Source: an optimization exercise on an open RTL-to-GDS flow (aim: small area, a short achievable clock period and few clock cycles per item). Production flows keep margins and buffers that such runs may drop.
At most, simulation tests tie the RTL to the original design; equivalence was not proved.
For run 2, only the layout was checked, not whether the RTL still works.

==> flow/design.v, too long to show whole: its modules and the start of the top module <==
// module spsob_div_cell: 17 lines
// module spsob_mul8x8: 175 lines
// module spsob_mul_idx: 536 lines
// module spsob_mac8: 457 lines
// module spsob_c255: 107 lines
// module subtitle_pixel_src_over_blend_unit: 203 lines
module subtitle_pixel_src_over_blend_unit #(
  parameter int unsigned MaxCanvasDim = spsob_pkg::MaxCanvasDim
) (
  input  wire logic              clk_i,
  input  wire logic              rst_ni,
  input  wire logic              start,
  output logic                   busy,
  input  wire logic [103:0]      req_i,
  output logic                   done_o,
  output logic [56:0]            res_o,
  input  wire logic              cfg_valid_i,
  output logic                   cfg_ready_o,
  input  wire logic              cfg_index_i,
  input  wire logic [12:0]       cfg_data_i
);
  // ...
==> flow/flow/run.sh <==
#!/bin/bash
# Standard layout flow with these changes:
#  - synthesis runs Yosys's synth with -noabc (the final ABC mapping still runs), so the
#    hand-built adder trees reach the full-adder extraction as written;
#  - port buffers are sky130_fd_sc_hd__buf_2 (every port is still buffered);
#  - larger clock-tree sink clusters;
#  - timing repair aims for SETUP_SLACK_MARGIN ns of setup slack.
set -euo pipefail
sed '1s/yosys synth -nofsm -noshare /yosys synth -nofsm -noshare -noabc /' synth_recipe.tcl > synth_noabc.tcl
grep -q -- '-noabc' synth_noabc.tcl
bash standard.sh SYNTH_SCRIPT="$PWD/synth_noabc.tcl" SETUP_SLACK_MARGIN=17.6 \
  "BUFFER_PORTS_ARGS=-buffer_cell sky130_fd_sc_hd__buf_2" \
  CTS_CLUSTER_SIZE=24 CTS_CLUSTER_DIAMETER=120 CORE_UTILIZATION=75 \
  finish > make_finish.log 2>&1
==> flow/standard.sh <==
#!/bin/bash
# synth_recipe.tcl (not shown) runs the flow's synth.tcl, then flattens the netlist and writes it again
# the make line also repeats each setting of config.mk as NAME=value (left out here)
make -C /OpenROAD-flow-scripts/flow DESIGN_CONFIG=/design/flow/config.mk WORK_HOME=/design/flow/orfs CLKGATE_MAP_FILE= SYNTH_SCRIPT=/design/flow/synth_recipe.tcl "${@:-finish}"
==> flow/config.mk <==
export PLATFORM = sky130hd
export DESIGN_NAME = subtitle_pixel_src_over_blend_unit
export DESIGN_NICKNAME = subtitle_pixel_src_over_blend_unit
export VERILOG_FILES = /design/flow/design.v
export SDC_FILE = /design/flow/constraint.sdc
export NUM_CORES = 4
export LEC_CHECK = 0
export CAP_MARGIN = 20
export CORE_MARGIN = 2
export CORE_UTILIZATION = 40
export SLEW_MARGIN = 20
==> flow/constraint.sdc <==
create_clock -name core_clock -period 24.0 [get_ports {clk_i}]
set_input_delay 4.8000 -clock core_clock [delete_from_list [all_inputs] [get_ports {clk_i}]]
set_output_delay 4.8000 -clock core_clock [all_outputs]
set_load 0.01 [all_outputs]
==> out/qor.yml, run 1 <==
floorplan:
  tap-cell-count: 855
  initial_core_util: 0.758
  core_area_um2: 64500
  dieHeight_um: 259
layout:
  largest_class: "multi-input gates"
  seq_share: 0.280
  buffer_area_frac: 0.0274
  clk_share: 0.0191
  seq_area_um2: 14800
  multi_input_gates: 3511
  drive_gt1_frac: 0.124
  reg.largest.list: "res7_q x57, t4_q x48, r5_q x39"
  finalInstanceArea_um2: 52900
  multi_input_area_share: 0.636
cts:
  ctsResizeCount: 46
placed_design:
  routabilityCongestion: 0.902
sta:
  post-route-min-period_ps: 6500
setup_path:
  crit_family: "adder cells"
  path_common_cell: "fa_1"
  required_ps: 24490
yosys:
  synth_top_area_cell: "dfxtp_1"
  yosys-top-cells-area: "dfxtp_1, fa_1, ha_1, and2_1, nor2b_1"
run_status:
  status: "complete, no violations"
global_route:
  gr-usage-met3: 0.0439
worst_hold_path:
  min_to: "idx4_q[4]"
  holdPathStages: 0
Testbench counts, summed over its fixed seeds: cycles 12,056, items 12,000.
==> module spsob_mul8x8, before the edit <==
module spsob_mul8x8 (
  input  wire logic [7:0] a,
  input  wire logic [7:0] b,
  output logic [15:0] p
);
  logic t_w1;
  logic t_w2;
  logic t_w3;
  logic t_w4;
  logic t_w5;
  logic t_w6;
  logic t_w7;
  logic t_w8;
  logic t_w9;
  logic t_w10;
  logic t_w11;
  logic t_w12;
  logic t_w13;
  logic t_w14;
  logic t_w15;
  logic t_w16;
  logic t_w17;
  logic t_w18;
  logic t_w19;
  logic t_w20;
  logic t_w21;
  logic t_w22;
  logic t_w23;
  logic t_w24;
  logic t_w25;
  logic t_w26;
  logic t_w27;
  logic t_w28;
  logic t_w29;
  logic t_w30;
  logic t_w31;
  logic t_w32;
  logic t_w33;
  logic t_w34;
  logic t_w35;
  logic t_w36;
  logic t_w37;
  logic t_w38;
  logic t_w39;
  logic t_w40;
  logic t_w41;
  logic t_w42;
  logic t_w43;
  logic t_w44;
  logic t_w45;
  logic t_w46;
  logic t_w47;
  logic t_w48;
  logic t_w49;
  logic t_w50;
  logic t_w51;
  logic t_w52;
  logic t_w53;
  logic t_w54;
  logic t_w55;
  logic t_w56;
  logic t_w57;
  logic t_w58;
  logic t_w59;
  logic t_w60;
  logic t_w61;
  logic t_w62;
  logic t_w63;
  logic t_w64;
  logic t_w65;
  logic t_w66;
  logic t_w67;
  logic t_w68;
  logic t_w69;
  logic t_w70;
  logic t_w71;
  logic t_w72;
  logic t_w73;
  logic t_w74;
  logic t_w75;
  logic t_w76;
  logic t_w77;
  logic t_w78;
  logic t_w79;
  logic t_w80;
  logic t_w81;
  logic t_w82;
  logic t_w83;
  logic t_w84;
  assign t_w1 = (a[0] & b[6]) ^ (a[1] & b[5]);
  assign t_w2 = (a[0] & b[6]) & (a[1] & b[5]);
  assign t_w3 = (a[0] & b[7]) ^ (a[1] & b[6]) ^ (a[2] & b[5]);
  assign t_w4 = ((a[0] & b[7]) & (a[1] & b[6])) | ((a[0] & b[7]) & (a[2] & b[5])) | ((a[1] & b[6]) & (a[2] & b[5]));
  assign t_w5 = (a[3] & b[4]) ^ (a[4] & b[3]);
  assign t_w6 = (a[3] & b[4]) & (a[4] & b[3]);
  assign t_w7 = (a[1] & b[7]) ^ (a[2] & b[6]) ^ (a[3] & b[5]);
  assign t_w8 = ((a[1] & b[7]) & (a[2] & b[6])) | ((a[1] & b[7]) & (a[3] & b[5])) | ((a[2] & b[6]) & (a[3] & b[5]));
  assign t_w9 = (a[4] & b[4]) ^ (a[5] & b[3]);
  assign t_w10 = (a[4] & b[4]) & (a[5] & b[3]);
  assign t_w11 = (a[2] & b[7]) ^ (a[3] & b[6]) ^ (a[4] & b[5]);
  assign t_w12 = ((a[2] & b[7]) & (a[3] & b[6])) | ((a[2] & b[7]) & (a[4] & b[5])) | ((a[3] & b[6]) & (a[4] & b[5]));
  assign t_w13 = (a[0] & b[4]) ^ (a[1] & b[3]);
  assign t_w14 = (a[0] & b[4]) & (a[1] & b[3]);
  assign t_w15 = (a[0] & b[5]) ^ (a[1] & b[4]) ^ (a[2] & b[3]);
  assign t_w16 = ((a[0] & b[5]) & (a[1] & b[4])) | ((a[0] & b[5]) & (a[2] & b[3])) | ((a[1] & b[4]) & (a[2] & b[3]));
  assign t_w17 = (a[3] & b[2]) ^ (a[4] & b[1]);
  assign t_w18 = (a[3] & b[2]) & (a[4] & b[1]);
  assign t_w19 = t_w1 ^ (a[2] & b[4]) ^ (a[3] & b[3]);
  assign t_w20 = (t_w1 & (a[2] & b[4])) | (t_w1 & (a[3] & b[3])) | ((a[2] & b[4]) & (a[3] & b[3]));
  assign t_w21 = (a[4] & b[2]) ^ (a[5] & b[1]) ^ (a[6] & b[0]);
  assign t_w22 = ((a[4] & b[2]) & (a[5] & b[1])) | ((a[4] & b[2]) & (a[6] & b[0])) | ((a[5] & b[1]) & (a[6] & b[0]));
  assign t_w23 = t_w2 ^ t_w3 ^ t_w5;
  assign t_w24 = (t_w2 & t_w3) | (t_w2 & t_w5) | (t_w3 & t_w5);
  assign t_w25 = (a[5] & b[2]) ^ (a[6] & b[1]) ^ (a[7] & b[0]);
  assign t_w26 = ((a[5] & b[2]) & (a[6] & b[1])) | ((a[5] & b[2]) & (a[7] & b[0])) | ((a[6] & b[1]) & (a[7] & b[0]));
  assign t_w27 = t_w4 ^ t_w6 ^ t_w7;
  assign t_w28 = (t_w4 & t_w6) | (t_w4 & t_w7) | (t_w6 & t_w7);
  assign t_w29 = t_w9 ^ (a[6] & b[2]) ^ (a[7] & b[1]);
  assign t_w30 = (t_w9 & (a[6] & b[2])) | (t_w9 & (a[7] & b[1])) | ((a[6] & b[2]) & (a[7] & b[1]));
  assign t_w31 = t_w8 ^ t_w10 ^ t_w11;
  assign t_w32 = (t_w8 & t_w10) | (t_w8 & t_w11) | (t_w10 & t_w11);
  assign t_w33 = (a[5] & b[4]) ^ (a[6] & b[3]) ^ (a[7] & b[2]);
  assign t_w34 = ((a[5] & b[4]) & (a[6] & b[3])) | ((a[5] & b[4]) & (a[7] & b[2])) | ((a[6] & b[3]) & (a[7] & b[2]));
  assign t_w35 = t_w12 ^ (a[3] & b[7]) ^ (a[4] & b[6]);
  assign t_w36 = (t_w12 & (a[3] & b[7])) | (t_w12 & (a[4] & b[6])) | ((a[3] & b[7]) & (a[4] & b[6]));
  assign t_w37 = (a[5] & b[5]) ^ (a[6] & b[4]) ^ (a[7] & b[3]);
  assign t_w38 = ((a[5] & b[5]) & (a[6] & b[4])) | ((a[5] & b[5]) & (a[7] & b[3])) | ((a[6] & b[4]) & (a[7] & b[3]));
  assign t_w39 = (a[4] & b[7]) ^ (a[5] & b[6]) ^ (a[6] & b[5]);
  assign t_w40 = ((a[4] & b[7]) & (a[5] & b[6])) | ((a[4] & b[7]) & (a[6] & b[5])) | ((a[5] & b[6]) & (a[6] & b[5]));
  assign t_w41 = (a[0] & b[3]) ^ (a[1] & b[2]);
  assign t_w42 = (a[0] & b[3]) & (a[1] & b[2]);
  assign t_w43 = t_w13 ^ (a[2] & b[2]) ^ (a[3] & b[1]);
  assign t_w44 = (t_w13 & (a[2] & b[2])) | (t_w13 & (a[3] & b[1])) | ((a[2] & b[2]) & (a[3] & b[1]));
  assign t_w45 = t_w14 ^ t_w15 ^ t_w17;
  assign t_w46 = (t_w14 & t_w15) | (t_w14 & t_w17) | (t_w15 & t_w17);
  assign t_w47 = t_w16 ^ t_w18 ^ t_w19;
  assign t_w48 = (t_w16 & t_w18) | (t_w16 & t_w19) | (t_w18 & t_w19);
  assign t_w49 = t_w20 ^ t_w22 ^ t_w23;
  assign t_w50 = (t_w20 & t_w22) | (t_w20 & t_w23) | (t_w22 & t_w23);
  assign t_w51 = t_w24 ^ t_w26 ^ t_w27;
  assign t_w52 = (t_w24 & t_w26) | (t_w24 & t_w27) | (t_w26 & t_w27);
  assign t_w53 = t_w28 ^ t_w30 ^ t_w31;
  assign t_w54 = (t_w28 & t_w30) | (t_w28 & t_w31) | (t_w30 & t_w31);
  assign t_w55 = t_w32 ^ t_w34 ^ t_w35;
  assign t_w56 = (t_w32 & t_w34) | (t_w32 & t_w35) | (t_w34 & t_w35);
  assign t_w57 = t_w36 ^ t_w38 ^ t_w39;
  assign t_w58 = (t_w36 & t_w38) | (t_w36 & t_w39) | (t_w38 & t_w39);
  assign t_w59 = t_w40 ^ (a[5] & b[7]) ^ (a[6] & b[6]);
  assign t_w60 = (t_w40 & (a[5] & b[7])) | (t_w40 & (a[6] & b[6])) | ((a[5] & b[7]) & (a[6] & b[6]));
  assign t_w61 = (a[0] & b[2]) ^ (a[1] & b[1]);
  assign t_w62 = (a[0] & b[2]) & (a[1] & b[1]);
  assign t_w63 = t_w41 ^ (a[2] & b[1]) ^ (a[3] & b[0]);
  assign t_w64 = (t_w41 & (a[2] & b[1])) | (t_w41 & (a[3] & b[0])) | ((a[2] & b[1]) & (a[3] & b[0]));
  assign t_w65 = t_w42 ^ t_w43 ^ (a[4] & b[0]);
  assign t_w66 = (t_w42 & t_w43) | (t_w42 & (a[4] & b[0])) | (t_w43 & (a[4] & b[0]));
  assign t_w67 = t_w44 ^ t_w45 ^ (a[5] & b[0]);
  assign t_w68 = (t_w44 & t_w45) | (t_w44 & (a[5] & b[0])) | (t_w45 & (a[5] & b[0]));
  assign t_w69 = t_w46 ^ t_w47 ^ t_w21;
  assign t_w70 = (t_w46 & t_w47) | (t_w46 & t_w21) | (t_w47 & t_w21);
  assign t_w71 = t_w48 ^ t_w49 ^ t_w25;
  assign t_w72 = (t_w48 & t_w49) | (t_w48 & t_w25) | (t_w49 & t_w25);
  assign t_w73 = t_w50 ^ t_w51 ^ t_w29;
  assign t_w74 = (t_w50 & t_w51) | (t_w50 & t_w29) | (t_w51 & t_w29);
  assign t_w75 = t_w52 ^ t_w53 ^ t_w33;
  assign t_w76 = (t_w52 & t_w53) | (t_w52 & t_w33) | (t_w53 & t_w33);
  assign t_w77 = t_w54 ^ t_w55 ^ t_w37;
  assign t_w78 = (t_w54 & t_w55) | (t_w54 & t_w37) | (t_w55 & t_w37);
  assign t_w79 = t_w56 ^ t_w57 ^ (a[7] & b[4]);
  assign t_w80 = (t_w56 & t_w57) | (t_w56 & (a[7] & b[4])) | (t_w57 & (a[7] & b[4]));
  assign t_w81 = t_w58 ^ t_w59 ^ (a[7] & b[5]);
  assign t_w82 = (t_w58 & t_w59) | (t_w58 & (a[7] & b[5])) | (t_w59 & (a[7] & b[5]));
  assign t_w83 = t_w60 ^ (a[6] & b[7]) ^ (a[7] & b[6]);
  assign t_w84 = (t_w60 & (a[6] & b[7])) | (t_w60 & (a[7] & b[6])) | ((a[6] & b[7]) & (a[7] & b[6]));
  assign p = {1'b0, t_w84, t_w82, t_w80, t_w78, t_w76, t_w74, t_w72, t_w70, t_w68, t_w66, t_w64, t_w62, t_w61, (a[0] & b[1]), (a[0] & b[0])} + {1'b0, (a[7] & b[7]), t_w83, t_w81, t_w79, t_w77, t_w75, t_w73, t_w71, t_w69, t_w67, t_w65, t_w63, (a[2] & b[0]), (a[1] & b[0]), 1'b0};
endmodule
==> module subtitle_pixel_src_over_blend_unit, before the edit <==
module subtitle_pixel_src_over_blend_unit #(
  parameter int unsigned MaxCanvasDim = spsob_pkg::MaxCanvasDim
) (
  input  wire logic              clk_i,
  input  wire logic              rst_ni,
  input  wire logic              start,
  output logic                   busy,
  input  wire logic [103:0]      req_i,
  output logic                   done_o,
  output logic [56:0]            res_o,
  input  wire logic              cfg_valid_i,
  output logic                   cfg_ready_o,
  input  wire logic              cfg_index_i,
  input  wire logic [12:0]       cfg_data_i
);
  localparam int unsigned NStg = 7;
  logic [15:0] pos_x, pos_y;
  logic [7:0]  cov, src_t, dst_a;
  logic [23:0] src_c, dst_c;
  assign pos_x = req_i[103:88];
  assign pos_y = req_i[87:72];
  assign cov   = req_i[71:64];
  assign src_c = req_i[63:40];
  assign src_t = req_i[39:32];
  assign dst_a = req_i[31:24];
  assign dst_c = req_i[23:0];
  assign busy        = 1'b0;
  assign cfg_ready_o = 1'b1;
  logic [12:0] wid_q, hgt_q, cfg_clamped;
  assign cfg_clamped = (cfg_data_i > 13'(MaxCanvasDim)) ? 13'(MaxCanvasDim) : cfg_data_i;
  always_ff @(posedge clk_i or negedge rst_ni) begin
    if (!rst_ni) begin
      wid_q <= '0;
      hgt_q <= '0;
    end else if (cfg_valid_i) begin
      if (cfg_index_i == spsob_pkg::CfgIdxWidth) wid_q <= cfg_clamped;
      else                                      hgt_q <= cfg_clamped;
    end
  end
  logic [NStg-1:0] vld_q;
  always_ff @(posedge clk_i or negedge rst_ni) begin
    if (!rst_ni) vld_q <= '0;
    else         vld_q <= {vld_q[NStg-2:0], start};
  end
  assign done_o = vld_q[NStg-1];
  logic        on1_q;
  logic [11:0] px1_q, py1_q;
  logic [12:0] w1_q;
  logic [7:0]  cov1_q, it1_q, da1_q;
  logic [23:0] s1_q, d1_q;
  logic        on1_d;
  assign on1_d = (pos_x[15:12] == 4'd0) && (pos_y[15:12] == 4'd0) &&
                 ({1'b0, pos_x[11:0]} < wid_q) && ({1'b0, pos_y[11:0]} < hgt_q) &&
                 (cov != 8'd0);
  always_ff @(posedge clk_i) begin
    on1_q  <= on1_d;
    px1_q  <= pos_x[11:0];
    py1_q  <= pos_y[11:0];
    w1_q   <= wid_q;
    cov1_q <= cov;
    it1_q  <= ~src_t;
    da1_q  <= dst_a;
    s1_q   <= src_c;
    d1_q   <= dst_c;
  end
  logic [15:0] cf1;
  logic        cc1;
  logic [7:0]  fa1, fh1p;
  logic        we1;
  logic [23:0] idx1;
  spsob_mul8x8 u_cf (.a(cov1_q), .b(it1_q), .p(cf1));
  spsob_c255   u_cc (.l(cf1[7:0]), .h(cf1[15:8]), .c(cc1));
  assign fh1p = cf1[15:8] + 8'd1;
  assign fa1  = cc1 ? fh1p : cf1[15:8];
  assign we1  = on1_q && ((cf1[15:8] != 8'd0) || cc1);
  spsob_mul_idx u_idx (.a(py1_q), .b(w1_q), .c(px1_q), .p(idx1));
  logic [7:0]  fa2_q, da2_q;
  logic        we2_q;
  logic [23:0] idx2_q, s2_q, d2_q;
  always_ff @(posedge clk_i) begin
    fa2_q  <= on1_q ? fa1 : 8'd0;
    we2_q  <= we1;
    idx2_q <= idx1;
    da2_q  <= da1_q;
    s2_q   <= s1_q;
    d2_q   <= d1_q;
  end
  logic [15:0] x2;
  logic [7:0]  xq2, xr2, xs2, ia2;
  logic        xc2;
  assign ia2 = ~fa2_q;
  spsob_mul8x8 u_x (.a(da2_q), .b(ia2), .p(x2));
  spsob_c255   u_xc (.l(x2[7:0]), .h(x2[15:8]), .c(xc2));
  assign xs2 = x2[7:0] + x2[15:8];
  assign xq2 = xc2 ? x2[15:8] + 8'd1 : x2[15:8];
  assign xr2 = xc2 ? xs2 + 8'd1 : xs2;
  logic [7:0]  fa3_q, xq3_q, xr3_q;
  logic        we3_q;
  logic [23:0] idx3_q, m3_q, df3_q, d3_q;
  logic [2:0]  ge3_q;
  always_ff @(posedge clk_i) begin
    fa3_q  <= fa2_q;
    xq3_q  <= xq2;
    xr3_q  <= xr2;
    we3_q  <= we2_q;
    idx3_q <= we2_q ? idx2_q : 24'd0;
    d3_q   <= d2_q;
    for (int l = 0; l < 3; l++) begin
      logic [7:0] s, d;
      logic       ge;
      s  = s2_q[8*l +: 8];
      d  = d2_q[8*l +: 8];
      ge = (s >= d) || !we2_q;
      ge3_q[l]        <= ge;
      m3_q[8*l +: 8]  <= ge ? d : s;
      df3_q[8*l +: 8] <= ge ? s - d : d - s;
    end
  end
  logic [7:0]  w3  [3];
  logic [15:0] v3  [3];
  logic [8:0]  vs3 [3];
  logic [15:0] t3  [3];
  for (genvar l = 0; l < 3; l++) begin : g_s4
    assign w3[l] = ge3_q[l] ? fa3_q : xq3_q;
    spsob_mul8x8 u_v (.a(d3_q[8*l +: 8]), .b(xr3_q), .p(v3[l]));
    spsob_c255 u_c (.l(v3[l][7:0]), .h(v3[l][15:8]), .c(vs3[l][8]));
    assign vs3[l][7:0] = '0;
    spsob_mac8 u_t (.a(w3[l]), .b(df3_q[8*l +: 8]), .c(v3[l][15:8]), .ci(vs3[l][8]), .p(t3[l]));
  end
  logic [7:0]  oan4_q;
  logic        we4_q;
  logic [23:0] idx4_q, m4_q;
  logic [47:0] t4_q;
  always_ff @(posedge clk_i) begin
    oan4_q <= ~(fa3_q + xq3_q);
    we4_q  <= we3_q;
    idx4_q <= idx3_q;
    m4_q   <= m3_q;
    for (int l = 0; l < 3; l++) t4_q[16*l +: 16] <= t3[l];
  end
  logic [15:0] r4_7 [3];
  logic [15:0] r4_6 [3];
  logic [15:0] r4_5 [3];
  logic [2:0]  q4   [3];
  for (genvar l = 0; l < 3; l++) begin : g_s5
    spsob_div_cell #(.Bit(7)) u_b7 (.r_i(t4_q[16*l +: 16]), .dn_i(oan4_q), .r_o(r4_7[l]), .q_o(q4[l][2]));
    spsob_div_cell #(.Bit(6)) u_b6 (.r_i(r4_7[l]), .dn_i(oan4_q), .r_o(r4_6[l]), .q_o(q4[l][1]));
    spsob_div_cell #(.Bit(5)) u_b5 (.r_i(r4_6[l]), .dn_i(oan4_q), .r_o(r4_5[l]), .q_o(q4[l][0]));
  end
  logic [7:0]  oan5_q;
  logic        we5_q;
  logic [23:0] idx5_q, m5_q;
  logic [12:0] r5_q [3];
  logic [2:0]  q5_q [3];
  always_ff @(posedge clk_i) begin
    oan5_q <= oan4_q;
    we5_q  <= we4_q;
    idx5_q <= idx4_q;
    m5_q   <= m4_q;
    for (int l = 0; l < 3; l++) begin
      r5_q[l] <= r4_5[l][12:0];
      q5_q[l] <= q4[l];
    end
  end
  logic [15:0] r5_4 [3];
  logic [15:0] r5_3 [3];
  logic [15:0] r5_2 [3];
  logic [2:0]  q5   [3];
  for (genvar l = 0; l < 3; l++) begin : g_s6
    spsob_div_cell #(.Bit(4)) u_b4 (.r_i({3'd0, r5_q[l]}), .dn_i(oan5_q), .r_o(r5_4[l]), .q_o(q5[l][2]));
    spsob_div_cell #(.Bit(3)) u_b3 (.r_i(r5_4[l]), .dn_i(oan5_q), .r_o(r5_3[l]), .q_o(q5[l][1]));
    spsob_div_cell #(.Bit(2)) u_b2 (.r_i(r5_3[l]), .dn_i(oan5_q), .r_o(r5_2[l]), .q_o(q5[l][0]));
  end
  logic [7:0]  oan6_q;
  logic        we6_q;
  logic [23:0] idx6_q, m6_q;
  logic [9:0]  r6_q [3];
  logic [5:0]  q6_q [3];
  always_ff @(posedge clk_i) begin
    oan6_q <= oan5_q;
    we6_q  <= we5_q;
    idx6_q <= idx5_q;
    m6_q   <= m5_q;
    for (int l = 0; l < 3; l++) begin
      r6_q[l] <= r5_2[l][9:0];
      q6_q[l] <= {q5_q[l], q5[l]};
    end
  end
  logic [15:0] r6_1 [3];
  logic [15:0] r6_0 [3];
  logic [1:0]  q6   [3];
  logic [23:0] ch6;
  for (genvar l = 0; l < 3; l++) begin : g_s7
    spsob_div_cell #(.Bit(1)) u_b1 (.r_i({6'd0, r6_q[l]}), .dn_i(oan6_q), .r_o(r6_1[l]), .q_o(q6[l][1]));
    spsob_div_cell #(.Bit(0)) u_b0 (.r_i(r6_1[l]), .dn_i(oan6_q), .r_o(r6_0[l]), .q_o(q6[l][0]));
    assign ch6[8*l +: 8] = m6_q[8*l +: 8] + ({q6_q[l], q6[l]} & {8{we6_q}});
  end
  logic [56:0] res7_q;
  always_ff @(posedge clk_i) begin
    res7_q <= {we6_q, idx6_q, ~oan6_q, ch6};
  end
  assign res_o = res7_q;
endmodule
==> run 2, diff against run 1 <==
--- a/flow/design.v
+++ b/flow/design.v
@@ -197,17 +197,209 @@
   assign t_w77 = t_w54 ^ t_w55 ^ t_w37;
   assign t_w78 = (t_w54 & t_w55) | (t_w54 & t_w37) | (t_w55 & t_w37);
   assign t_w79 = t_w56 ^ t_w57 ^ (a[7] & b[4]);
   assign t_w80 = (t_w56 & t_w57) | (t_w56 & (a[7] & b[4])) | (t_w57 & (a[7] & b[4]));
   assign t_w81 = t_w58 ^ t_w59 ^ (a[7] & b[5]);
   assign t_w82 = (t_w58 & t_w59) | (t_w58 & (a[7] & b[5])) | (t_w59 & (a[7] & b[5]));
   assign t_w83 = t_w60 ^ (a[6] & b[7]) ^ (a[7] & b[6]);
   assign t_w84 = (t_w60 & (a[6] & b[7])) | (t_w60 & (a[7] & b[6])) | ((a[6] & b[7]) & (a[7] & b[6]));
-  assign p = {1'b0, t_w84, t_w82, t_w80, t_w78, t_w76, t_w74, t_w72, t_w70, t_w68, t_w66, t_w64, t_w62, t_w61, (a[0] & b[1]), (a[0] & b[0])} + {1'b0, (a[7] & b[7]), t_w83, t_w81, t_w79, t_w77, t_w75, t_w73, t_w71, t_w69, t_w67, t_w65, t_w63, (a[2] & b[0]), (a[1] & b[0]), 1'b0};
+  logic x_g0_0, x_p0_0, x_h_0;
+  assign x_h_0 = (a[0] & b[0]) ^ 1'b0;
+  assign x_g0_0 = (a[0] & b[0]) & 1'b0;
+  assign x_p0_0 = x_h_0;
+  logic x_g0_1, x_p0_1, x_h_1;
+  assign x_h_1 = (a[0] & b[1]) ^ (a[1] & b[0]);
+  assign x_g0_1 = (a[0] & b[1]) & (a[1] & b[0]);
+  assign x_p0_1 = x_h_1;
+  logic x_g0_2, x_p0_2, x_h_2;
+  assign x_h_2 = t_w61 ^ (a[2] & b[0]);
+  assign x_g0_2 = t_w61 & (a[2] & b[0]);
+  assign x_p0_2 = x_h_2;
+  logic x_g0_3, x_p0_3, x_h_3;
+  assign x_h_3 = t_w62 ^ t_w63;
+  assign x_g0_3 = t_w62 & t_w63;
+  assign x_p0_3 = x_h_3;
+  logic x_g0_4, x_p0_4, x_h_4;
+  assign x_h_4 = t_w64 ^ t_w65;
+  assign x_g0_4 = t_w64 & t_w65;
+  assign x_p0_4 = x_h_4;
+  logic x_g0_5, x_p0_5, x_h_5;
+  assign x_h_5 = t_w66 ^ t_w67;
+  assign x_g0_5 = t_w66 & t_w67;
+  assign x_p0_5 = x_h_5;
+  logic x_g0_6, x_p0_6, x_h_6;
+  assign x_h_6 = t_w68 ^ t_w69;
+  assign x_g0_6 = t_w68 & t_w69;
+  assign x_p0_6 = x_h_6;
+  logic x_g0_7, x_p0_7, x_h_7;
+  assign x_h_7 = t_w70 ^ t_w71;
+  assign x_g0_7 = t_w70 & t_w71;
+  assign x_p0_7 = x_h_7;
+  logic x_g0_8, x_p0_8, x_h_8;
+  assign x_h_8 = t_w72 ^ t_w73;
+  assign x_g0_8 = t_w72 & t_w73;
+  assign x_p0_8 = x_h_8;
+  logic x_g0_9, x_p0_9, x_h_9;
+  assign x_h_9 = t_w74 ^ t_w75;
+  assign x_g0_9 = t_w74 & t_w75;
+  assign x_p0_9 = x_h_9;
+  logic x_g0_10, x_p0_10, x_h_10;
+  assign x_h_10 = t_w76 ^ t_w77;
+  assign x_g0_10 = t_w76 & t_w77;
+  assign x_p0_10 = x_h_10;
+  logic x_g0_11, x_p0_11, x_h_11;
+  assign x_h_11 = t_w78 ^ t_w79;
+  assign x_g0_11 = t_w78 & t_w79;
+  assign x_p0_11 = x_h_11;
+  logic x_g0_12, x_p0_12, x_h_12;
+  assign x_h_12 = t_w80 ^ t_w81;
+  assign x_g0_12 = t_w80 & t_w81;
+  assign x_p0_12 = x_h_12;
+  logic x_g0_13, x_p0_13, x_h_13;
+  assign x_h_13 = t_w82 ^ t_w83;
+  assign x_g0_13 = t_w82 & t_w83;
+  assign x_p0_13 = x_h_13;
+  logic x_g0_14, x_p0_14, x_h_14;
+  assign x_h_14 = t_w84 ^ (a[7] & b[7]);
+  assign x_g0_14 = t_w84 & (a[7] & b[7]);
+  assign x_p0_14 = x_h_14;
+  logic x_g0_15, x_p0_15, x_h_15;
+  assign x_h_15 = 1'b0 ^ 1'b0;
+  assign x_g0_15 = 1'b0 & 1'b0;
+  assign x_p0_15 = x_h_15;
+  logic x_G1_1, x_P1_1;
+  assign x_G1_1 = x_g0_1 | (x_p0_1 & x_g0_0);
+  assign x_P1_1 = x_p0_1 & x_p0_0;
+  logic x_G1_3, x_P1_3;
+  assign x_G1_3 = x_g0_3 | (x_p0_3 & x_g0_2);
+  assign x_P1_3 = x_p0_3 & x_p0_2;
+  logic x_G1_5, x_P1_5;
+  assign x_G1_5 = x_g0_5 | (x_p0_5 & x_g0_4);
+  assign x_P1_5 = x_p0_5 & x_p0_4;
+  logic x_G1_7, x_P1_7;
+  assign x_G1_7 = x_g0_7 | (x_p0_7 & x_g0_6);
+  assign x_P1_7 = x_p0_7 & x_p0_6;
+  logic x_G1_9, x_P1_9;
+  assign x_G1_9 = x_g0_9 | (x_p0_9 & x_g0_8);
+  assign x_P1_9 = x_p0_9 & x_p0_8;
+  logic x_G1_11, x_P1_11;
+  assign x_G1_11 = x_g0_11 | (x_p0_11 & x_g0_10);
+  assign x_P1_11 = x_p0_11 & x_p0_10;
+  logic x_G1_13, x_P1_13;
+  assign x_G1_13 = x_g0_13 | (x_p0_13 & x_g0_12);
+  assign x_P1_13 = x_p0_13 & x_p0_12;
+  logic x_G1_15, x_P1_15;
+  assign x_G1_15 = x_g0_15 | (x_p0_15 & x_g0_14);
+  assign x_P1_15 = x_p0_15 & x_p0_14;
+  logic x_G2_2, x_P2_2;
+  assign x_G2_2 = x_g0_2 | (x_p0_2 & x_G1_1);
+  assign x_P2_2 = x_p0_2 & x_P1_1;
+  logic x_G2_3, x_P2_3;
+  assign x_G2_3 = x_G1_3 | (x_P1_3 & x_G1_1);
+  assign x_P2_3 = x_P1_3 & x_P1_1;
+  logic x_G2_6, x_P2_6;
+  assign x_G2_6 = x_g0_6 | (x_p0_6 & x_G1_5);
+  assign x_P2_6 = x_p0_6 & x_P1_5;
+  logic x_G2_7, x_P2_7;
+  assign x_G2_7 = x_G1_7 | (x_P1_7 & x_G1_5);
+  assign x_P2_7 = x_P1_7 & x_P1_5;
+  logic x_G2_10, x_P2_10;
+  assign x_G2_10 = x_g0_10 | (x_p0_10 & x_G1_9);
+  assign x_P2_10 = x_p0_10 & x_P1_9;
+  logic x_G2_11, x_P2_11;
+  assign x_G2_11 = x_G1_11 | (x_P1_11 & x_G1_9);
+  assign x_P2_11 = x_P1_11 & x_P1_9;
+  logic x_G2_14, x_P2_14;
+  assign x_G2_14 = x_g0_14 | (x_p0_14 & x_G1_13);
+  assign x_P2_14 = x_p0_14 & x_P1_13;
+  logic x_G2_15, x_P2_15;
+  assign x_G2_15 = x_G1_15 | (x_P1_15 & x_G1_13);
+  assign x_P2_15 = x_P1_15 & x_P1_13;
+  logic x_G3_4, x_P3_4;
+  assign x_G3_4 = x_g0_4 | (x_p0_4 & x_G2_3);
+  assign x_P3_4 = x_p0_4 & x_P2_3;
+  logic x_G3_5, x_P3_5;
+  assign x_G3_5 = x_G1_5 | (x_P1_5 & x_G2_3);
+  assign x_P3_5 = x_P1_5 & x_P2_3;
+  logic x_G3_6, x_P3_6;
+  assign x_G3_6 = x_G2_6 | (x_P2_6 & x_G2_3);
+  assign x_P3_6 = x_P2_6 & x_P2_3;
+  logic x_G3_7, x_P3_7;
+  assign x_G3_7 = x_G2_7 | (x_P2_7 & x_G2_3);
+  assign x_P3_7 = x_P2_7 & x_P2_3;
+  logic x_G3_12, x_P3_12;
+  assign x_G3_12 = x_g0_12 | (x_p0_12 & x_G2_11);
+  assign x_P3_12 = x_p0_12 & x_P2_11;
+  logic x_G3_13, x_P3_13;
+  assign x_G3_13 = x_G1_13 | (x_P1_13 & x_G2_11);
+  assign x_P3_13 = x_P1_13 & x_P2_11;
+  logic x_G3_14, x_P3_14;
+  assign x_G3_14 = x_G2_14 | (x_P2_14 & x_G2_11);
+  assign x_P3_14 = x_P2_14 & x_P2_11;
+  logic x_G3_15, x_P3_15;
+  assign x_G3_15 = x_G2_15 | (x_P2_15 & x_G2_11);
+  assign x_P3_15 = x_P2_15 & x_P2_11;
+  logic x_G4_8, x_P4_8;
+  assign x_G4_8 = x_g0_8 | (x_p0_8 & x_G3_7);
+  assign x_P4_8 = x_p0_8 & x_P3_7;
+  logic x_G4_9, x_P4_9;
+  assign x_G4_9 = x_G1_9 | (x_P1_9 & x_G3_7);
+  assign x_P4_9 = x_P1_9 & x_P3_7;
+  logic x_G4_10, x_P4_10;
+  assign x_G4_10 = x_G2_10 | (x_P2_10 & x_G3_7);
+  assign x_P4_10 = x_P2_10 & x_P3_7;
+  logic x_G4_11, x_P4_11;
+  assign x_G4_11 = x_G2_11 | (x_P2_11 & x_G3_7);
+  assign x_P4_11 = x_P2_11 & x_P3_7;
+  logic x_G4_12, x_P4_12;
+  assign x_G4_12 = x_G3_12 | (x_P3_12 & x_G3_7);
+  assign x_P4_12 = x_P3_12 & x_P3_7;
+  logic x_G4_13, x_P4_13;
+  assign x_G4_13 = x_G3_13 | (x_P3_13 & x_G3_7);
+  assign x_P4_13 = x_P3_13 & x_P3_7;
+  logic x_G4_14, x_P4_14;
+  assign x_G4_14 = x_G3_14 | (x_P3_14 & x_G3_7);
+  assign x_P4_14 = x_P3_14 & x_P3_7;
+  logic x_G4_15, x_P4_15;
+  assign x_G4_15 = x_G3_15 | (x_P3_15 & x_G3_7);
+  assign x_P4_15 = x_P3_15 & x_P3_7;
+  logic x_s_0;
+  assign x_s_0 = x_h_0 ^ 1'b0;
+  logic x_s_1;
+  assign x_s_1 = x_h_1 ^ x_g0_0;
+  logic x_s_2;
+  assign x_s_2 = x_h_2 ^ x_G1_1;
+  logic x_s_3;
+  assign x_s_3 = x_h_3 ^ x_G2_2;
+  logic x_s_4;
+  assign x_s_4 = x_h_4 ^ x_G2_3;
+  logic x_s_5;
+  assign x_s_5 = x_h_5 ^ x_G3_4;
+  logic x_s_6;
+  assign x_s_6 = x_h_6 ^ x_G3_5;
+  logic x_s_7;
+  assign x_s_7 = x_h_7 ^ x_G3_6;
+  logic x_s_8;
+  assign x_s_8 = x_h_8 ^ x_G3_7;
+  logic x_s_9;
+  assign x_s_9 = x_h_9 ^ x_G4_8;
+  logic x_s_10;
+  assign x_s_10 = x_h_10 ^ x_G4_9;
+  logic x_s_11;
+  assign x_s_11 = x_h_11 ^ x_G4_10;
+  logic x_s_12;
+  assign x_s_12 = x_h_12 ^ x_G4_11;
+  logic x_s_13;
+  assign x_s_13 = x_h_13 ^ x_G4_12;
+  logic x_s_14;
+  assign x_s_14 = x_h_14 ^ x_G4_13;
+  logic x_s_15;
+  assign x_s_15 = x_h_15 ^ x_G4_14;
+  assign p = {x_s_15, x_s_14, x_s_13, x_s_12, x_s_11, x_s_10, x_s_9, x_s_8, x_s_7, x_s_6, x_s_5, x_s_4, x_s_3, x_s_2, x_s_1, x_s_0};
 endmodule
 module spsob_mul_idx (
   input  wire logic [11:0] a,
   input  wire logic [12:0] b,
   input  wire logic [11:0] c,
   output logic [23:0] p
 );
   logic t_w1;
@@ -733,17 +925,317 @@
   assign t_w257 = t_w214 ^ t_w215 ^ t_w177;
   assign t_w258 = (t_w214 & t_w215) | (t_w214 & t_w177) | (t_w215 & t_w177);
   assign t_w259 = t_w216 ^ t_w217 ^ (a[11] & b[9]);
   assign t_w260 = (t_w216 & t_w217) | (t_w216 & (a[11] & b[9])) | (t_w217 & (a[11] & b[9]));
   assign t_w261 = t_w218 ^ t_w219 ^ (a[11] & b[10]);
   assign t_w262 = (t_w218 & t_w219) | (t_w218 & (a[11] & b[10])) | (t_w219 & (a[11] & b[10]));
   assign t_w263 = t_w220 ^ (a[10] & b[12]) ^ (a[11] & b[11]);
   assign t_w264 = (t_w220 & (a[10] & b[12])) | (t_w220 & (a[11] & b[11])) | ((a[10] & b[12]) & (a[11] & b[11]));
-  assign p = {t_w264, t_w262, t_w260, t_w258, t_w256, t_w254, t_w252, t_w250, t_w248, t_w246, t_w244, t_w242, t_w240, t_w238, t_w236, t_w234, t_w232, t_w230, t_w228, t_w226, t_w224, t_w222, t_w221, (a[0] & b[0])} + {(a[11] & b[12]), t_w263, t_w261, t_w259, t_w257, t_w255, t_w253, t_w251, t_w249, t_w247, t_w245, t_w243, t_w241, t_w239, t_w237, t_w235, t_w233, t_w231, t_w229, t_w227, t_w225, t_w223, c[1], c[0]};
+  logic x_g0_0, x_p0_0, x_h_0;
+  assign x_h_0 = (a[0] & b[0]) ^ c[0];
+  assign x_g0_0 = (a[0] & b[0]) & c[0];
+  assign x_p0_0 = x_h_0;
+  logic x_g0_1, x_p0_1, x_h_1;
+  assign x_h_1 = t_w221 ^ c[1];
+  assign x_g0_1 = t_w221 & c[1];
+  assign x_p0_1 = x_h_1;
+  logic x_g0_2, x_p0_2, x_h_2;
+  assign x_h_2 = t_w222 ^ t_w223;
+  assign x_g0_2 = t_w222 & t_w223;
+  assign x_p0_2 = x_h_2;
+  logic x_g0_3, x_p0_3, x_h_3;
+  assign x_h_3 = t_w224 ^ t_w225;
+  assign x_g0_3 = t_w224 & t_w225;
+  assign x_p0_3 = x_h_3;
+  logic x_g0_4, x_p0_4, x_h_4;
+  assign x_h_4 = t_w226 ^ t_w227;
+  assign x_g0_4 = t_w226 & t_w227;
+  assign x_p0_4 = x_h_4;
+  logic x_g0_5, x_p0_5, x_h_5;
+  assign x_h_5 = t_w228 ^ t_w229;
+  assign x_g0_5 = t_w228 & t_w229;
+  assign x_p0_5 = x_h_5;
+  logic x_g0_6, x_p0_6, x_h_6;
+  assign x_h_6 = t_w230 ^ t_w231;
+  assign x_g0_6 = t_w230 & t_w231;
+  assign x_p0_6 = x_h_6;
+  logic x_g0_7, x_p0_7, x_h_7;
+  assign x_h_7 = t_w232 ^ t_w233;
+  assign x_g0_7 = t_w232 & t_w233;
+  assign x_p0_7 = x_h_7;
+  logic x_g0_8, x_p0_8, x_h_8;
+  assign x_h_8 = t_w234 ^ t_w235;
+  assign x_g0_8 = t_w234 & t_w235;
+  assign x_p0_8 = x_h_8;
+  logic x_g0_9, x_p0_9, x_h_9;
+  assign x_h_9 = t_w236 ^ t_w237;
+  assign x_g0_9 = t_w236 & t_w237;
+  assign x_p0_9 = x_h_9;
+  logic x_g0_10, x_p0_10, x_h_10;
+  assign x_h_10 = t_w238 ^ t_w239;
+  assign x_g0_10 = t_w238 & t_w239;
+  assign x_p0_10 = x_h_10;
+  logic x_g0_11, x_p0_11, x_h_11;
+  assign x_h_11 = t_w240 ^ t_w241;
+  assign x_g0_11 = t_w240 & t_w241;
+  assign x_p0_11 = x_h_11;
+  logic x_g0_12, x_p0_12, x_h_12;
+  assign x_h_12 = t_w242 ^ t_w243;
+  assign x_g0_12 = t_w242 & t_w243;
+  assign x_p0_12 = x_h_12;
+  logic x_g0_13, x_p0_13, x_h_13;
+  assign x_h_13 = t_w244 ^ t_w245;
+  assign x_g0_13 = t_w244 & t_w245;
+  assign x_p0_13 = x_h_13;
+  logic x_g0_14, x_p0_14, x_h_14;
+  assign x_h_14 = t_w246 ^ t_w247;
+  assign x_g0_14 = t_w246 & t_w247;
+  assign x_p0_14 = x_h_14;
+  logic x_g0_15, x_p0_15, x_h_15;
+  assign x_h_15 = t_w248 ^ t_w249;
+  assign x_g0_15 = t_w248 & t_w249;
+  assign x_p0_15 = x_h_15;
+  logic x_g0_16, x_p0_16, x_h_16;
+  assign x_h_16 = t_w250 ^ t_w251;
+  assign x_g0_16 = t_w250 & t_w251;
+  assign x_p0_16 = x_h_16;
+  logic x_g0_17, x_p0_17, x_h_17;
+  assign x_h_17 = t_w252 ^ t_w253;
+  assign x_g0_17 = t_w252 & t_w253;
+  assign x_p0_17 = x_h_17;
+  logic x_g0_18, x_p0_18, x_h_18;
+  assign x_h_18 = t_w254 ^ t_w255;
+  assign x_g0_18 = t_w254 & t_w255;
+  assign x_p0_18 = x_h_18;
+  logic x_g0_19, x_p0_19, x_h_19;
+  assign x_h_19 = t_w256 ^ t_w257;
+  assign x_g0_19 = t_w256 & t_w257;
+  assign x_p0_19 = x_h_19;
+  logic x_g0_20, x_p0_20, x_h_20;
+  assign x_h_20 = t_w258 ^ t_w259;
+  assign x_g0_20 = t_w258 & t_w259;
+  assign x_p0_20 = x_h_20;
+  logic x_g0_21, x_p0_21, x_h_21;
+  assign x_h_21 = t_w260 ^ t_w261;
+  assign x_g0_21 = t_w260 & t_w261;
+  assign x_p0_21 = x_h_21;
+  logic x_g0_22, x_p0_22, x_h_22;
+  assign x_h_22 = t_w262 ^ t_w263;
+  assign x_g0_22 = t_w262 & t_w263;
+  assign x_p0_22 = x_h_22;
+  logic x_g0_23, x_p0_23, x_h_23;
+  assign x_h_23 = t_w264 ^ (a[11] & b[12]);
+  assign x_g0_23 = t_w264 & (a[11] & b[12]);
+  assign x_p0_23 = x_h_23;
+  logic x_G1_1, x_P1_1;
+  assign x_G1_1 = x_g0_1 | (x_p0_1 & x_g0_0);
+  assign x_P1_1 = x_p0_1 & x_p0_0;
+  logic x_G1_3, x_P1_3;
+  assign x_G1_3 = x_g0_3 | (x_p0_3 & x_g0_2);
+  assign x_P1_3 = x_p0_3 & x_p0_2;
+  logic x_G1_5, x_P1_5;
+  assign x_G1_5 = x_g0_5 | (x_p0_5 & x_g0_4);
+  assign x_P1_5 = x_p0_5 & x_p0_4;
+  logic x_G1_7, x_P1_7;
+  assign x_G1_7 = x_g0_7 | (x_p0_7 & x_g0_6);
+  assign x_P1_7 = x_p0_7 & x_p0_6;
+  logic x_G1_9, x_P1_9;
+  assign x_G1_9 = x_g0_9 | (x_p0_9 & x_g0_8);
+  assign x_P1_9 = x_p0_9 & x_p0_8;
+  logic x_G1_11, x_P1_11;
+  assign x_G1_11 = x_g0_11 | (x_p0_11 & x_g0_10);
+  assign x_P1_11 = x_p0_11 & x_p0_10;
+  logic x_G1_13, x_P1_13;
+  assign x_G1_13 = x_g0_13 | (x_p0_13 & x_g0_12);
+  assign x_P1_13 = x_p0_13 & x_p0_12;
+  logic x_G1_15, x_P1_15;
+  assign x_G1_15 = x_g0_15 | (x_p0_15 & x_g0_14);
+  assign x_P1_15 = x_p0_15 & x_p0_14;
+  logic x_G1_17, x_P1_17;
+  assign x_G1_17 = x_g0_17 | (x_p0_17 & x_g0_16);
+  assign x_P1_17 = x_p0_17 & x_p0_16;
+  logic x_G1_19, x_P1_19;
+  assign x_G1_19 = x_g0_19 | (x_p0_19 & x_g0_18);
+  assign x_P1_19 = x_p0_19 & x_p0_18;
+  logic x_G1_21, x_P1_21;
+  assign x_G1_21 = x_g0_21 | (x_p0_21 & x_g0_20);
+  assign x_P1_21 = x_p0_21 & x_p0_20;
+  logic x_G1_23, x_P1_23;
+  assign x_G1_23 = x_g0_23 | (x_p0_23 & x_g0_22);
+  assign x_P1_23 = x_p0_23 & x_p0_22;
+  logic x_G2_2, x_P2_2;
+  assign x_G2_2 = x_g0_2 | (x_p0_2 & x_G1_1);
+  assign x_P2_2 = x_p0_2 & x_P1_1;
+  logic x_G2_3, x_P2_3;
+  assign x_G2_3 = x_G1_3 | (x_P1_3 & x_G1_1);
+  assign x_P2_3 = x_P1_3 & x_P1_1;
+  logic x_G2_6, x_P2_6;
+  assign x_G2_6 = x_g0_6 | (x_p0_6 & x_G1_5);
+  assign x_P2_6 = x_p0_6 & x_P1_5;
+  logic x_G2_7, x_P2_7;
+  assign x_G2_7 = x_G1_7 | (x_P1_7 & x_G1_5);
+  assign x_P2_7 = x_P1_7 & x_P1_5;
+  logic x_G2_10, x_P2_10;
+  assign x_G2_10 = x_g0_10 | (x_p0_10 & x_G1_9);
+  assign x_P2_10 = x_p0_10 & x_P1_9;
+  logic x_G2_11, x_P2_11;
+  assign x_G2_11 = x_G1_11 | (x_P1_11 & x_G1_9);
+  assign x_P2_11 = x_P1_11 & x_P1_9;
+  logic x_G2_14, x_P2_14;
+  assign x_G2_14 = x_g0_14 | (x_p0_14 & x_G1_13);
+  assign x_P2_14 = x_p0_14 & x_P1_13;
+  logic x_G2_15, x_P2_15;
+  assign x_G2_15 = x_G1_15 | (x_P1_15 & x_G1_13);
+  assign x_P2_15 = x_P1_15 & x_P1_13;
+  logic x_G2_18, x_P2_18;
+  assign x_G2_18 = x_g0_18 | (x_p0_18 & x_G1_17);
+  assign x_P2_18 = x_p0_18 & x_P1_17;
+  logic x_G2_19, x_P2_19;
+  assign x_G2_19 = x_G1_19 | (x_P1_19 & x_G1_17);
+  assign x_P2_19 = x_P1_19 & x_P1_17;
+  logic x_G2_22, x_P2_22;
+  assign x_G2_22 = x_g0_22 | (x_p0_22 & x_G1_21);
+  assign x_P2_22 = x_p0_22 & x_P1_21;
+  logic x_G2_23, x_P2_23;
+  assign x_G2_23 = x_G1_23 | (x_P1_23 & x_G1_21);
+  assign x_P2_23 = x_P1_23 & x_P1_21;
+  logic x_G3_4, x_P3_4;
+  assign x_G3_4 = x_g0_4 | (x_p0_4 & x_G2_3);
+  assign x_P3_4 = x_p0_4 & x_P2_3;
+  logic x_G3_5, x_P3_5;
+  assign x_G3_5 = x_G1_5 | (x_P1_5 & x_G2_3);
+  assign x_P3_5 = x_P1_5 & x_P2_3;
+  logic x_G3_6, x_P3_6;
+  assign x_G3_6 = x_G2_6 | (x_P2_6 & x_G2_3);
+  assign x_P3_6 = x_P2_6 & x_P2_3;
+  logic x_G3_7, x_P3_7;
+  assign x_G3_7 = x_G2_7 | (x_P2_7 & x_G2_3);
+  assign x_P3_7 = x_P2_7 & x_P2_3;
+  logic x_G3_12, x_P3_12;
+  assign x_G3_12 = x_g0_12 | (x_p0_12 & x_G2_11);
+  assign x_P3_12 = x_p0_12 & x_P2_11;
+  logic x_G3_13, x_P3_13;
+  assign x_G3_13 = x_G1_13 | (x_P1_13 & x_G2_11);
+  assign x_P3_13 = x_P1_13 & x_P2_11;
+  logic x_G3_14, x_P3_14;
+  assign x_G3_14 = x_G2_14 | (x_P2_14 & x_G2_11);
+  assign x_P3_14 = x_P2_14 & x_P2_11;
+  logic x_G3_15, x_P3_15;
+  assign x_G3_15 = x_G2_15 | (x_P2_15 & x_G2_11);
+  assign x_P3_15 = x_P2_15 & x_P2_11;
+  logic x_G3_20, x_P3_20;
+  assign x_G3_20 = x_g0_20 | (x_p0_20 & x_G2_19);
+  assign x_P3_20 = x_p0_20 & x_P2_19;
+  logic x_G3_21, x_P3_21;
+  assign x_G3_21 = x_G1_21 | (x_P1_21 & x_G2_19);
+  assign x_P3_21 = x_P1_21 & x_P2_19;
+  logic x_G3_22, x_P3_22;
+  assign x_G3_22 = x_G2_22 | (x_P2_22 & x_G2_19);
+  assign x_P3_22 = x_P2_22 & x_P2_19;
+  logic x_G3_23, x_P3_23;
+  assign x_G3_23 = x_G2_23 | (x_P2_23 & x_G2_19);
+  assign x_P3_23 = x_P2_23 & x_P2_19;
+  logic x_G4_8, x_P4_8;
+  assign x_G4_8 = x_g0_8 | (x_p0_8 & x_G3_7);
+  assign x_P4_8 = x_p0_8 & x_P3_7;
+  logic x_G4_9, x_P4_9;
+  assign x_G4_9 = x_G1_9 | (x_P1_9 & x_G3_7);
+  assign x_P4_9 = x_P1_9 & x_P3_7;
+  logic x_G4_10, x_P4_10;
+  assign x_G4_10 = x_G2_10 | (x_P2_10 & x_G3_7);
+  assign x_P4_10 = x_P2_10 & x_P3_7;
+  logic x_G4_11, x_P4_11;
+  assign x_G4_11 = x_G2_11 | (x_P2_11 & x_G3_7);
+  assign x_P4_11 = x_P2_11 & x_P3_7;
+  logic x_G4_12, x_P4_12;
+  assign x_G4_12 = x_G3_12 | (x_P3_12 & x_G3_7);
+  assign x_P4_12 = x_P3_12 & x_P3_7;
+  logic x_G4_13, x_P4_13;
+  assign x_G4_13 = x_G3_13 | (x_P3_13 & x_G3_7);
+  assign x_P4_13 = x_P3_13 & x_P3_7;
+  logic x_G4_14, x_P4_14;
+  assign x_G4_14 = x_G3_14 | (x_P3_14 & x_G3_7);
+  assign x_P4_14 = x_P3_14 & x_P3_7;
+  logic x_G4_15, x_P4_15;
+  assign x_G4_15 = x_G3_15 | (x_P3_15 & x_G3_7);
+  assign x_P4_15 = x_P3_15 & x_P3_7;
+  logic x_G5_16, x_P5_16;
+  assign x_G5_16 = x_g0_16 | (x_p0_16 & x_G4_15);
+  assign x_P5_16 = x_p0_16 & x_P4_15;
+  logic x_G5_17, x_P5_17;
+  assign x_G5_17 = x_G1_17 | (x_P1_17 & x_G4_15);
+  assign x_P5_17 = x_P1_17 & x_P4_15;
+  logic x_G5_18, x_P5_18;
+  assign x_G5_18 = x_G2_18 | (x_P2_18 & x_G4_15);
+  assign x_P5_18 = x_P2_18 & x_P4_15;
+  logic x_G5_19, x_P5_19;
+  assign x_G5_19 = x_G2_19 | (x_P2_19 & x_G4_15);
+  assign x_P5_19 = x_P2_19 & x_P4_15;
+  logic x_G5_20, x_P5_20;
+  assign x_G5_20 = x_G3_20 | (x_P3_20 & x_G4_15);
+  assign x_P5_20 = x_P3_20 & x_P4_15;
+  logic x_G5_21, x_P5_21;
+  assign x_G5_21 = x_G3_21 | (x_P3_21 & x_G4_15);
+  assign x_P5_21 = x_P3_21 & x_P4_15;
+  logic x_G5_22, x_P5_22;
+  assign x_G5_22 = x_G3_22 | (x_P3_22 & x_G4_15);
+  assign x_P5_22 = x_P3_22 & x_P4_15;
+  logic x_G5_23, x_P5_23;
+  assign x_G5_23 = x_G3_23 | (x_P3_23 & x_G4_15);
+  assign x_P5_23 = x_P3_23 & x_P4_15;
+  logic x_s_0;
+  assign x_s_0 = x_h_0 ^ 1'b0;
+  logic x_s_1;
+  assign x_s_1 = x_h_1 ^ x_g0_0;
+  logic x_s_2;
+  assign x_s_2 = x_h_2 ^ x_G1_1;
+  logic x_s_3;
+  assign x_s_3 = x_h_3 ^ x_G2_2;
+  logic x_s_4;
+  assign x_s_4 = x_h_4 ^ x_G2_3;
+  logic x_s_5;
+  assign x_s_5 = x_h_5 ^ x_G3_4;
+  logic x_s_6;
+  assign x_s_6 = x_h_6 ^ x_G3_5;
+  logic x_s_7;
+  assign x_s_7 = x_h_7 ^ x_G3_6;
+  logic x_s_8;
+  assign x_s_8 = x_h_8 ^ x_G3_7;
+  logic x_s_9;
+  assign x_s_9 = x_h_9 ^ x_G4_8;
+  logic x_s_10;
+  assign x_s_10 = x_h_10 ^ x_G4_9;
+  logic x_s_11;
+  assign x_s_11 = x_h_11 ^ x_G4_10;
+  logic x_s_12;
+  assign x_s_12 = x_h_12 ^ x_G4_11;
+  logic x_s_13;
+  assign x_s_13 = x_h_13 ^ x_G4_12;
+  logic x_s_14;
+  assign x_s_14 = x_h_14 ^ x_G4_13;
+  logic x_s_15;
+  assign x_s_15 = x_h_15 ^ x_G4_14;
+  logic x_s_16;
+  assign x_s_16 = x_h_16 ^ x_G4_15;
+  logic x_s_17;
+  assign x_s_17 = x_h_17 ^ x_G5_16;
+  logic x_s_18;
+  assign x_s_18 = x_h_18 ^ x_G5_17;
+  logic x_s_19;
+  assign x_s_19 = x_h_19 ^ x_G5_18;
+  logic x_s_20;
+  assign x_s_20 = x_h_20 ^ x_G5_19;
+  logic x_s_21;
+  assign x_s_21 = x_h_21 ^ x_G5_20;
+  logic x_s_22;
+  assign x_s_22 = x_h_22 ^ x_G5_21;
+  logic x_s_23;
+  assign x_s_23 = x_h_23 ^ x_G5_22;
+  assign p = {x_s_23, x_s_22, x_s_21, x_s_20, x_s_19, x_s_18, x_s_17, x_s_16, x_s_15, x_s_14, x_s_13, x_s_12, x_s_11, x_s_10, x_s_9, x_s_8, x_s_7, x_s_6, x_s_5, x_s_4, x_s_3, x_s_2, x_s_1, x_s_0};
 endmodule
 module spsob_mac8 (
   input  wire logic [7:0] a,
   input  wire logic [7:0] b,
   input  wire logic [7:0] c,
   input  wire logic ci,
   output logic [15:0] p
 );
@@ -1399,56 +1891,55 @@
   assign ia2 = ~fa2_q;
   spsob_mul8x8 u_x (.a(da2_q), .b(ia2), .p(x2));
   spsob_c255   u_xc (.l(x2[7:0]), .h(x2[15:8]), .c(xc2));
   assign xs2 = x2[7:0] + x2[15:8];
   assign xq2 = xc2 ? x2[15:8] + 8'd1 : x2[15:8];
   assign xr2 = xc2 ? xs2 + 8'd1 : xs2;
   logic [7:0]  fa3_q, xq3_q, xr3_q;
   logic        we3_q;
-  logic [23:0] idx3_q, m3_q, df3_q, d3_q;
-  logic [2:0]  ge3_q;
+  logic [23:0] idx3_q, s3_q, d3_q;
   always_ff @(posedge clk_i) begin
     fa3_q  <= fa2_q;
     xq3_q  <= xq2;
     xr3_q  <= xr2;
     we3_q  <= we2_q;
     idx3_q <= we2_q ? idx2_q : 24'd0;
+    s3_q   <= s2_q;
     d3_q   <= d2_q;
-    for (int l = 0; l < 3; l++) begin
-      logic [7:0] s, d;
-      logic       ge;
-      s  = s2_q[8*l +: 8];
-      d  = d2_q[8*l +: 8];
-      ge = (s >= d) || !we2_q;
-      ge3_q[l]        <= ge;
-      m3_q[8*l +: 8]  <= ge ? d : s;
-      df3_q[8*l +: 8] <= ge ? s - d : d - s;
-    end
   end
   logic [7:0]  w3  [3];
+  logic [7:0]  df3 [3];
+  logic [7:0]  m3  [3];
+  logic [8:0]  sd3 [3];
+  logic [7:0]  ds3 [3];
+  logic [2:0]  ge3;
   logic [15:0] v3  [3];
-  logic [8:0]  vs3 [3];
+  logic        vc3 [3];
   logic [15:0] t3  [3];
   for (genvar l = 0; l < 3; l++) begin : g_s4
-    assign w3[l] = ge3_q[l] ? fa3_q : xq3_q;
+    assign sd3[l] = {1'b0, s3_q[8*l +: 8]} - {1'b0, d3_q[8*l +: 8]};
+    assign ds3[l] = d3_q[8*l +: 8] - s3_q[8*l +: 8];
+    assign ge3[l] = !sd3[l][8] || !we3_q;
+    assign m3[l]  = ge3[l] ? d3_q[8*l +: 8] : s3_q[8*l +: 8];
+    assign df3[l] = sd3[l][8] ? ds3[l] : sd3[l][7:0];
+    assign w3[l]  = ge3[l] ? fa3_q : xq3_q;
     spsob_mul8x8 u_v (.a(d3_q[8*l +: 8]), .b(xr3_q), .p(v3[l]));
-    spsob_c255 u_c (.l(v3[l][7:0]), .h(v3[l][15:8]), .c(vs3[l][8]));
-    assign vs3[l][7:0] = '0;
-    spsob_mac8 u_t (.a(w3[l]), .b(df3_q[8*l +: 8]), .c(v3[l][15:8]), .ci(vs3[l][8]), .p(t3[l]));
+    spsob_c255 u_c (.l(v3[l][7:0]), .h(v3[l][15:8]), .c(vc3[l]));
+    spsob_mac8 u_t (.a(w3[l]), .b(df3[l]), .c(v3[l][15:8]), .ci(vc3[l]), .p(t3[l]));
   end
   logic [7:0]  oan4_q;
   logic        we4_q;
   logic [23:0] idx4_q, m4_q;
   logic [47:0] t4_q;
   always_ff @(posedge clk_i) begin
     oan4_q <= ~(fa3_q + xq3_q);
     we4_q  <= we3_q;
     idx4_q <= idx3_q;
-    m4_q   <= m3_q;
+    for (int l = 0; l < 3; l++) m4_q[8*l +: 8] <= m3[l];
     for (int l = 0; l < 3; l++) t4_q[16*l +: 16] <= t3[l];
   end
   logic [15:0] r4_7 [3];
   logic [15:0] r4_6 [3];
   logic [15:0] r4_5 [3];
   logic [2:0]  q4   [3];
   for (genvar l = 0; l < 3; l++) begin : g_s5
     spsob_div_cell #(.Bit(7)) u_b7 (.r_i(t4_q[16*l +: 16]), .dn_i(oan4_q), .r_o(r4_7[l]), .q_o(q4[l][2]));
==> flow/flow/run.sh (replaced) <==
#!/bin/bash
# Standard layout flow with these changes:
#  - synthesis runs Yosys's synth with -noabc (the final ABC mapping still runs), so the
#    hand-built adder trees reach the full-adder extraction as written;
#  - port buffers are sky130_fd_sc_hd__buf_2 (every port is still buffered);
#  - larger clock-tree sink clusters;
#  - timing repair aims for SETUP_SLACK_MARGIN ns of setup slack.
set -euo pipefail
sed '1s/yosys synth -nofsm -noshare /yosys synth -nofsm -noshare -noabc /' synth_recipe.tcl > synth_noabc.tcl
grep -q -- '-noabc' synth_noabc.tcl
bash standard.sh SYNTH_SCRIPT="$PWD/synth_noabc.tcl" SETUP_SLACK_MARGIN=17.8 \
  "BUFFER_PORTS_ARGS=-buffer_cell sky130_fd_sc_hd__buf_2" \
  CTS_CLUSTER_SIZE=24 CTS_CLUSTER_DIAMETER=120 CORE_UTILIZATION=60 \
  finish > make_finish.log 2>&1
==> run 2 against run 1 <==
Still clean. Fmax shrank 1.4%. Flip-flop and latch count shrank 27. Sequential share of layout area shrank 1.5 points. Core utilization shrank 12 points. Non-clock buffer count grew 143. First-iteration DRC count shrank 21%. Critical path type unchanged.
==> out/qor.yml, run 2 <==
sta:
  skew_ps: 27.9
  post-route-min-period_ps: 6590  # +94.7 ps
  tightest_slew_ps: 932
  rsz0062_at_grt: "yes"
  finalHoldViolations: 0
  period_share: 0.275
  final.setup.tns_ps: 0
  finalSetupViolCount: 0
  maxSlewViolCount: 0
  max_freq_ghz: 0.152
  slew_headroom: 0.378
yosys:
  avgSynthCellArea_um2: 10.7
  synth_seq_cells: 701
  seq_area_frac_synth: 0.302
  synth-main-ff-cell: "dfxtp_1"
  synthArstFlopShare: 0.0471
  yosys-top-cells-area: "dfxtp_1, fa_1, ha_1, and2_1, xnor2_1"
  yosys_warnings: 41
  ys_top_cells_by_count: "dfxtp_1, ha_1, fa_1"
  synthCells: 4402
  synth_edf_count: 0
  synth_top_area_frac: 0.284
  synthDistinctLibCells: 70
  synth_top_area_cell: "dfxtp_1"
  syn-num-nets: 5573
  yosysMostFrequentCell: "dfxtp_1"
  synth_area_um2: 47100
flow_run:
  maxCapViolations: 0
layout:
  final_common_cell: "dfxtp_1"
  syn_to_final_growth_pct: 14.8
  layout.nets: 5918
  regMostFlops: "res7_q"
  final_cell_mix: "dfxtp_1, ha_1, fa_1, and2_1, nor2_1"
  drive_gt1_frac: 0.189  # +0.0648
  reg.largest.list: "res7_q x57, t4_q x48, r5_q x39"
  fillers: 5983
  fin_util: 0.696
  fin_cells: 5803
  largest_register_ffs: 57
setup_path:
  r2r-end: "t4_q[31]"
  crit_family: "adder cells"
  required_ps: 24540  # +50 ps
  timing.rr.start: "xr3_q[6]"
  slowest_stage: "fa_1"
  critical_path.n_buffers_inverters: 1
  start_kind: "register"
  path_common_cell: "fa_1"
  critPathMaxStageDelay_ps: 590
  crit_type: "register to register"
  critPathMaxFanout: 6
  cp_cell_sequence: "buf_12 -> and2_1 -> fa_1 -> fa_1 -> fa_1 -> fa_1 -> ha_4 -> o21a_1 -> a21o_1 -> and2_4 -> or4_4 -> a31o_4 -> xor2_4 -> fa_1 -> ha_4 -> and3_4 -> a221o_1 -> a221oi_4 -> o41ai_4 -> a21o_1 -> a21oi_2 -> xnor2_1"
  r2r_cells: 22
  cp.arrival_ps: 7120
  critPathCaptureType: "register"
  ff2ff_setup_slack_ps: 17410
global_route:
  antenna_found_initial: 6
  grt.overflow.total: 0
  grt_pass1_vias: 32678
  grt_pass1_wl_um: 169000
  grt_usage: 0.261
  grt_max_degree: 34
detailed_routing:
  drc: 0
  vias: 31461
  wl_per_cell_um: 18.0
  first_iter_violations: 1174
  finalWirelength_um: 104000
  vias_per_cell: 5.42
  drtPass1Iterations: 5
  ant_nets: 0
worst_hold_path:
  hp-start: "s2_q[22]"
  holdPathStages: 0  # unchanged
  min_to: "s3_q[22]"
  hold_class: "register to register"
cts:
  htree_levels: 2
  cts_buffers: 37
  clk_latency_ps: 600
  cts-root-buf: "clkbuf_16"
  cts.sinks: 701
  clock_path_buffers: 3
  ctsHoldBuffers: 0
  cts_tree: "yes"
  cts.clk_slew.worst_paths_ps: 90
placed_design:
  routabilityCongestion: 0.901  # about the same
  dpl.hpwl_um: 79900
  dp.cells: 5562
  port_buffers: 179
floorplan:
  die_area_um2: 80700
  rows: 102
  ios: 182
  die_x_um: 284
  core_area_um2: 77600  # +20%
  dieHeight_um: 284  # +9.6%
  initial_core_util: 0.606  # -0.151
run_status:
  status: "complete, no violations"
-- run 2: cell count changes after synthesis, moves of 14 or more --
cell,before,now
xor2_1,71,101
fa_1,459,473
or2_2,25,5
a21boi_0,32,16
dfxtp_1,695,668
mux2_4,0,14
nand2_1,105,139
nor2b_1,324,109
nor2_1,179,355
mux2_2,125,108
xnor2_1,216,176
inv_1,239,220
-- run 2: through the flow --
stage	hold slack, ps	cell area, um^2	setup slack, ps
global route	328	54000	17160
global placement	310	49700	16970
finish	324	54000	17410
CTS	324	52300	17410
floorplan	310	47800	17610
detailed placement	312	49700	16880
-- run 2: cell families (layout without fill, tap and decap cells) --
group                      count (synthesis)  count (layout)  synth area share
AOI/OAI and AO/OA                        653             654            0.0864
xor gates and xnor gates                 277             277            0.0516
adders and majority gates               1049            1049             0.354
buffers and inverters                    296             651            0.0241
DFF                                      701             701             0.302
muxes                                    184             184            0.0435
other                                      2               6          0.000160
and+or+nand+nor                         1240            1241             0.138
-- run 2: layout make-up --
type | instances | area, um^2 | area share
multi-input cells | 3407 | 33900 | 0.627
flip-flops and latches | 701 | 14300 | 0.265
repair buffers | 379 | 2620 | 0.0485
well taps | 1040 | 1300 | 0.0241
clock buffers | 45 | 977 | 0.0181
inverters | 221 | 842 | 0.0156
clock inverters | 6 | 97.6 | 0.00181
diodes | 4 | 10.0 | 0.000185
-- run 2: routing by layer --
layer,routed length [um],track usage,up-vias
met5,11,0,-
met4,3680,0.0830,2
met3,4190,0.0312,158
met2,50900,0.455,553
met1,45700,0.339,15361
li1,-,-,15387
-- run 2: worst max path at each step --
stage | slack, ps | cells after the start | startpoint | endpoint
finish | 17410 | 22 | xr3_q[6] | t4_q[31]
global route | 17160 | 26 | s3_q[0] | t4_q[15]
floorplan | 17610 | 23 | xr3_q[7] | t4_q[31]
CTS | 17410 | 22 | xr3_q[5] | t4_q[31]
global placement | 16970 | 25 | oan5_q[1] | r6_q[0][4]
detailed placement | 16880 | 25 | d3_q[16] | t4_q[47]
-- run 2: repair_timing --
action / 4_1_cts / 5_1_grt
endpoints found under the setup margin: 110 / 116
pin swaps: 37 / 72
buffers inserted: 97 / 82
resized for setup: 167 / 214
gates cloned: 2 / 5

[static timing again, ports no longer ideal]
In the flow no input, the clock included, has a driving cell. The finished layouts below were timed again as built, in two steps.
Step 1 assumes that a clkbuf_16 drives the clock port and a buf_2 every other input.
Step 2 times the ports against the registers' clock, not the clock port: input delays grow and output delays shrink by t, the midpoint of the rising clock arrivals with the driver on.
a / b / c = ideal ports / drivers / drivers and shift; a / b = the first two.
| run | t (ns) | setup slack, ns | worst setup path after step 2 | worst data-port slew with drivers (ns) |
|---|---|---|---|---|
| run 1 | 0.647 | 17.505 / 17.505 / 17.234 | input to register | 0.08 |
| run 2 | 0.658 | 17.410 / 17.410 / 17.336 | input to register | 0.08 |
After both steps every run listed still meets setup and hold. For run 1, which loses most, drivers alone change the setup slack by 0.000 ns; drivers and shift together by -0.271 ns.
